This design comes from an exercise in tuning for small area, a short achievable clock period and few clock cycles on the open sky130 flow, not from production work. At most, simulation tests tie the RTL to the original design; equivalence was not proved. No activity file was given, so power comes from the tool's default toggle rates.

## blue
==> flow/design.v (excerpt) <==
module tag_value_order_message_parser #(
  parameter int unsigned INSTRUMENT_BYTES = 8
) (
  input  logic        clk_i,
  input  logic        rst_ni,
  input  logic        cfg_valid_i,
  input  logic [7:0]  cfg_field_separator_i,
  output logic        cfg_ready_o,
  input  logic        in_valid_i,
  input  logic [7:0]  in_data_byte_i,
  input  logic        in_is_last_i,
  output logic        in_ready_o,
  output logic        out_valid_o,
  input  logic        out_ready_i,
  output logic [6:0]  out_present_mask_o,
  output logic [31:0] out_order_id_o,
  output logic [31:0] out_client_id_o,
  output logic [31:0] out_side_code_o,
  output logic [31:0] out_order_quantity_o,
  output logic [31:0] out_order_kind_o,
  output logic [31:0] out_limit_price_o,
  output logic [63:0] out_instrument_text_o,
  output logic [3:0]  out_instrument_length_o,
  output logic [1:0]  out_status_o
);
Size: roughly 2000 cells after synthesis, ~380 flip-flops, roughly 18000 um2 of cells after synthesis.
make LEC_CHECK=0 CAP_MARGIN=20 CORE_MARGIN=2 CORE_UTILIZATION=40 SETUP_SLACK_MARGIN=3.5 SLEW_MARGIN=20 finish   # period 6.0 ns
run.sh (not shown) runs the stock make flow with config.mk's settings and CLKGATE_MAP_FILE= SYNTH_SCRIPT=/design/flow/synth_recipe.tcl, a recipe that flattens the netlist after the stock synthesis.
The inputs of orange differ from those of blue as listed below.
# blue
export LEC_CHECK = 0
export CAP_MARGIN = 20
export CORE_MARGIN = 2
export CORE_UTILIZATION = 40
export SETUP_SLACK_MARGIN = 3.5
export SLEW_MARGIN = 20
create_clock -name core_clock -period 6.0 [get_ports {clk_i}]
# orange
export LEC_CHECK = 0
export CAP_MARGIN = 20
export CORE_MARGIN = 2
export CORE_UTILIZATION = 60
export SETUP_SLACK_MARGIN = 4.0
export SLEW_MARGIN = 20
create_clock -name core_clock -period 6.0 [get_ports {clk_i}]
Findings:
- Post-DP HPWL (orange vs. blue) decreases by a few percent
- blue and orange ended up with roughly the same total of flip-flops plus latches after synthesis.
- [compare] base=blue new=orange: proportion of synthesized area in mux cells saw little to no change; starting utilization of the core area has increased.
- Comparing orange and blue, the lower overall die height is on orange.
- Sequential element share of the synthesized area came out exactly the same in orange and blue.
- Reported for orange and blue, area after synthesis turned out identical to the last digit.
- orange: aborted in clock tree synthesis (4_1_cts) (tool error)
No run of this note included a check of the RTL's function; only the layout flow was run.


before:
tag_value_order_message_parser, a different RTL version from the one above (not shown whole).
Size in the first run: about 2300 cells after synthesis, about 420 flip-flops, about 21000 um2 of cells after synthesis.
Settings: LEC_CHECK=0, CAP_MARGIN=20, CORE_MARGIN=2, CORE_UTILIZATION=40, SETUP_SLACK_MARGIN=3.5, SLEW_MARGIN=20, TNS_END_PERCENT=2; clock period 6.0 ns.
standard.sh (not shown) runs the stock make flow with config.mk's settings and CLKGATE_MAP_FILE= SYNTH_SCRIPT=/design/flow/synth_recipe.tcl, a recipe that flattens the netlist after the stock synthesis.
==> flow/flow/run.sh <==
#!/bin/bash
# The standard layout, with two changes: the port buffers are buf_2 cells in place of
# the delay buffer buffer_ports picks on its own, and synthesis leaves adders to ABC
# (no full/half adder cells), which gives a faster accumulator. Each tool's output
# goes to standard.log.
set -euo pipefail
export BUFFER_PORTS_ARGS="-buffer_cell sky130_fd_sc_hd__buf_2"
export ADDER_MAP_FILE=
bash standard.sh finish > standard.log 2>&1
before did not stop at any stage, and its layout met the timing, DRC and antenna checks.
For after, these inputs were changed with respect to before:
# before
export LEC_CHECK = 0
export CAP_MARGIN = 20
export CORE_MARGIN = 2
export CORE_UTILIZATION = 40
export SETUP_SLACK_MARGIN = 3.5
export SLEW_MARGIN = 20
export TNS_END_PERCENT = 2
create_clock -name core_clock -period 6.0 [get_ports {clk_i}]
# after
export LEC_CHECK = 0
export CAP_MARGIN = 20
export CORE_MARGIN = 2
export CORE_UTILIZATION = 40
export SETUP_SLACK_MARGIN = 3.5
export SLEW_MARGIN = 20
export TNS_END_PERCENT = 5
create_clock -name core_clock -period 6.0 [get_ports {clk_i}]
==> summary.txt <==
after has completed all stages; timing, DRC and antenna checks passed.
Any difference in fraction of area in multi-input gates between before and after is small enough to ignore.
Per the comparison of after with before, global-route track usage on met1 stayed essentially flat, per-cell via count in the routed design shows an increase of 0.35%, layout overhead on the synthesized area increased 0.77 points.
Delta (after minus before): leakage power summed over all cells up 0.32%, post-layout worst setup margin saw little to no change, hold slack has remained practically unchanged.
Relative to before, the non-clock buffer count of after is higher by 7.
Summary of after over before: number of instances resized during post-cts repair increased by about 18% relative to the old numbers; relative contribution of combinational cells to total power increased by 0.3 points relative to the old numbers; final setup violation count closely matched the old numbers.
Function was not checked in any run of this note: the RTL went through the layout flow alone.


Another version of the RTL of tag_value_order_message_parser (not shown whole).
Size: about 2100 cells after synthesis, roughly 380 flip-flops, ~18000 um2 of cells after synthesis.
==> flow/config.mk <==
export PLATFORM = sky130hd
export DESIGN_NAME = tag_value_order_message_parser
export DESIGN_NICKNAME = tag_value_order_message_parser
export VERILOG_FILES = /design/flow/design.v
export SDC_FILE = /design/flow/constraint.sdc
export NUM_CORES = 4
export LEC_CHECK = 0
export CAP_MARGIN = 20
export CORE_MARGIN = 2
export CORE_UTILIZATION = 55
export CTS_BUF_LIST = sky130_fd_sc_hd__clkbuf_8
export SETUP_SLACK_MARGIN = 3.25
export SLEW_MARGIN = 20
export TNS_END_PERCENT = 5
==> flow/constraint.sdc <==
create_clock -name core_clock -period 6.0 [get_ports {clk_i}]
set_input_delay 1.2000 -clock core_clock [delete_from_list [all_inputs] [get_ports {clk_i}]]
set_output_delay 1.2000 -clock core_clock [all_outputs]
set_load 0.01 [all_outputs]
==> flow/flow/run.sh <==
#!/bin/bash
# The standard layout, with two changes: the port buffers are buf_1 cells in place of
# the delay buffer buffer_ports picks on its own, and synthesis leaves adders to ABC
# (no full/half adder cells), which gives a faster accumulator. Each tool's output
# goes to standard.log.
set -euo pipefail
export BUFFER_PORTS_ARGS="-buffer_cell sky130_fd_sc_hd__buf_1"
export ADDER_MAP_FILE=
bash standard.sh finish > standard.log 2>&1
Testbench counts at the start, summed over its fixed seeds: cycles 68,502.
Then changed:
--- a/flow/config.mk
+++ b/flow/config.mk
@@ -10 +10 @@
-export CORE_UTILIZATION = 55
+export CORE_UTILIZATION = 45
@@ -12 +12 @@
-export SETUP_SLACK_MARGIN = 3.25
+export SETUP_SLACK_MARGIN = 3.0
What happened: The changed run completed without violations; cell area goes down by a few percent; utilization goes down by 13 points; sequential share of layout area goes up by 0.85 points.

==> what the ideal ports hide <==
The results above use ideal ports. As a check the final layouts listed here were re-extracted and re-timed, cells and wires unchanged. Step 1, drivers: a clkbuf_16 drives clk_i and a buf_2 each remaining input, both assumed. Step 2 times the ports against the registers' clock, not the clock port: input delays grow and output delays shrink by t, the midpoint of the rising clock arrivals with the driver on. Slacks: ideal / step 1 / step 2; pairs: ideal / step 1.
run | t (ns) | setup slack, ns | clock arrival spread, ns
blue | 0.627 | 2.304 / 2.304 / 2.304 | 0.026 / 0.026
before | 0.653 | 2.941 / 2.941 / 2.941 | 0.031 / 0.031
after | 0.655 | 2.942 / 2.942 / 2.942 | 0.029 / 0.029
the first run of note 3 | 0.631 | 2.887 / 2.887 / 2.887 | 0.035 / 0.035
the second run of note 3 | 0.680 | 2.753 / 2.753 / 2.753 | 0.023 / 0.023
After both steps setup and hold are still met in every run listed.
